Source: an optimization exercise on an open RTL-to-GDS flow (aim: small area). Production flows keep margins and buffers that such runs may drop.
In this exercise RTL edits were held to simulation tests only and were not proved equivalent to the original.
Power is estimated from default activity; no workload was simulated.

==> flow/design.v (excerpt) <==
module debug_unit
(
	input  logic       clk,
	input  logic       reset,
	input  logic       rx_empty,
	input  logic [7:0] r_data,
	output logic       rd_uart,
	input  logic       tx_done_tick,
	output logic       wr_uart,
	output logic [7:0] w_data,
	input  dbg_pipe_pkg::word_t      pc_plus4,
	input  dbg_pipe_pkg::reg_file_t  regs,
	input  dbg_pipe_pkg::pipe_snap_t snap,
	output logic       ena_pip
);
	logic       capture;
	logic       shift_a, hold_a;
	logic       shift_b, hold_b;
	logic       shift_c, hold_c;
	logic [7:0] frame_byte;
	dbg_command_ctrl u_command_ctrl (
		.clk      (clk),
		.reset    (reset),
		.rx_empty (rx_empty),
		.r_data   (r_data),
		.pc_plus4 (pc_plus4),
		.rd_uart  (rd_uart),
		.ena_pip  (ena_pip)
	);
	dbg_dump_tx u_dump_tx (
		.clk          (clk),
		.reset        (reset),
		.dump_req     (rd_uart),
		.tx_done_tick (tx_done_tick),
		.frame_byte   (frame_byte),
		.capture      (capture),
		.shift_a      (shift_a),
		.hold_a       (hold_a),
		.shift_b      (shift_b),
		.hold_b       (hold_b),
		.shift_c      (shift_c),
		.hold_c       (hold_c),
		.wr_uart      (wr_uart),
		.w_data       (w_data)
	);
	dbg_snapshot_capture u_snapshot_capture (
		.clk        (clk),
		.capture    (capture),
		.shift_a    (shift_a),
		.hold_a     (hold_a),
		.shift_b    (shift_b),
		.hold_b     (hold_b),
		.shift_c    (shift_c),
		.hold_c     (hold_c),
		.regs       (regs),
		.snap       (snap),
		.frame_byte (frame_byte)
	);
endmodule
==> flow/config.mk <==
export PLATFORM = sky130hd
export DESIGN_NAME = debug_unit
export DESIGN_NICKNAME = debug_unit
export VERILOG_FILES = /design/flow/design.v
export SDC_FILE = /design/flow/constraint.sdc
export NUM_CORES = 4
export LEC_CHECK = 0
export CAP_MARGIN = 20
export CORE_AREA = 5 5 695 695
export DIE_AREA = 0 0 700 700
export PLACE_DENSITY = 0.4
export SLEW_MARGIN = 20
==> flow/constraint.sdc <==
create_clock -name core_clock -period 8.0 [get_ports {clk}]
set_input_delay 1.6000 -clock core_clock [delete_from_list [all_inputs] [get_ports {clk}]]
set_output_delay 1.6000 -clock core_clock [all_outputs]
set_load 0.01 [all_outputs]
standard.sh (not shown) runs the stock make flow with config.mk's settings and CLKGATE_MAP_FILE= SYNTH_SCRIPT=/design/flow/synth_recipe.tcl, a recipe that flattens the netlist after the stock synthesis.
==> flow/flow/run.sh <==
#!/bin/bash
# Standard layout (standard.sh, the standard flow's own synthesis and ORFS steps) with two changes:
# plain buf_1 cells as the port buffers, and a clock tree of clkbuf_8 leaf clusters
# without dummy loads.
set -euo pipefail
export BUFFER_PORTS_ARGS="-buffer_cell sky130_fd_sc_hd__buf_1"
export CTS_ARGS="-sink_clustering_enable -repair_clock_nets -dont_use_dummy_load -buf_list {sky130_fd_sc_hd__clkbuf_8} -sink_clustering_size 15 -sink_clustering_max_diameter 50"
bash standard.sh > standard.log 2>&1
The baseline produced a clean layout.
Then changed:
==> flow/flow/run.sh (replaced) <==
#!/bin/bash
# Standard layout (standard.sh, the standard flow's own synthesis and ORFS steps) with two changes:
# plain buf_1 cells as the port buffers, and a clock tree of clkbuf_8 leaf clusters
# without dummy loads.
set -euo pipefail
export BUFFER_PORTS_ARGS="-buffer_cell sky130_fd_sc_hd__buf_1"
export CTS_ARGS="-sink_clustering_enable -repair_clock_nets -dont_use_dummy_load -buf_list {sky130_fd_sc_hd__clkbuf_8} -sink_clustering_size 16 -sink_clustering_max_diameter 70"
bash standard.sh > standard.log 2>&1
--- a/flow/config.mk
+++ b/flow/config.mk
@@ -7,6 +7,5 @@
 export LEC_CHECK = 0
-export CAP_MARGIN = 20
+export CAP_MARGIN = 5
 export CORE_AREA = 5 5 695 695
 export DIE_AREA = 0 0 700 700
-export PLACE_DENSITY = 0.4
-export SLEW_MARGIN = 20
+export SLEW_MARGIN = 5
Effect:
- The new run produced a clean layout
- sequential share of layout area went up by 0.62 points
- total power goes down by 3.2%
- non-clock buffer count went down by 1
- via count decreases by 2.4%
- cell area goes down by 1.2%
- first-iteration DRC count rises by 2.9%
Then changed:
==> flow/flow/run.sh (replaced) <==
#!/bin/bash
# Standard layout (standard.sh, the standard flow's own synthesis and ORFS steps) with two changes:
# plain buf_1 cells as the port buffers, and a clock tree of clkbuf_8 leaf clusters
# without dummy loads.
set -euo pipefail
export BUFFER_PORTS_ARGS="-buffer_cell sky130_fd_sc_hd__buf_1"
export CTS_ARGS="-sink_clustering_enable -repair_clock_nets -dont_use_dummy_load -buf_list {sky130_fd_sc_hd__clkbuf_8} -sink_clustering_size 15 -sink_clustering_max_diameter 70"
bash standard.sh > standard.log 2>&1
--- a/flow/config.mk
+++ b/flow/config.mk
@@ -7,5 +7,5 @@
 export LEC_CHECK = 0
-export CAP_MARGIN = 5
+export CAP_MARGIN = 10
 export CORE_AREA = 5 5 695 695
 export DIE_AREA = 0 0 700 700
-export SLEW_MARGIN = 5
+export SLEW_MARGIN = 10
After rerunning: The new run finished clean. Cell count is about the same. Sequential power hardly moves. Synthesized area stays the same. Sequential share of layout area barely changes.
Then changed:
==> flow/flow/run.sh (replaced) <==
#!/bin/bash
# Standard layout (standard.sh, the standard flow's own synthesis and ORFS steps) with two changes:
# plain buf_1 cells as the port buffers, and a clock tree of clkbuf_8 leaf clusters
# without dummy loads.
set -euo pipefail
export BUFFER_PORTS_ARGS="-buffer_cell sky130_fd_sc_hd__buf_1"
export CTS_ARGS="-sink_clustering_enable -repair_clock_nets -dont_use_dummy_load -buf_list {sky130_fd_sc_hd__clkbuf_8} -sink_clustering_size 15 -sink_clustering_max_diameter 50"
bash standard.sh > standard.log 2>&1
--- a/flow/config.mk
+++ b/flow/config.mk
@@ -7,5 +7,5 @@
 export LEC_CHECK = 0
-export CAP_MARGIN = 10
+export CAP_MARGIN = 20
 export CORE_AREA = 5 5 695 695
 export DIE_AREA = 0 0 700 700
-export SLEW_MARGIN = 10
+export SLEW_MARGIN = 20
After rerunning: Final area rises slightly; via count rises slightly; critical path depth does not change; total power rises slightly.

==> afterwards: timing with drivers on the ports <==
The results above use ideal ports. As a check the final layouts listed here were re-extracted and re-timed, cells and wires unchanged.
Step 1 sets driving cells, clkbuf_16 on the clock port and buf_2 on the other inputs (assumed; they add their load-dependent delay and slew).
Step 2 moves the port delays by t, midway between the first and last clock arrival at a register: inputs arrive t later, outputs are due t later. That takes back most of the time a late clock gives input paths.
a / b / c = ideal / step 1 / step 2; a / b = the first two.
run	t, ns	setup WS [ns]	worst hold slack (ns)
the first run	1.036	4.713 / 4.622 / 4.774	0.393 / 0.393 / 0.393
the second run	0.977	4.500 / 4.408 / 4.940	0.407 / 0.407 / 0.407
the third run	0.984	4.515 / 4.424 / 4.889	0.405 / 0.405 / 0.405
the fourth run	1.015	4.531 / 4.438 / 4.864	0.386 / 0.386 / 0.386
After both steps every run listed still meets setup and hold.
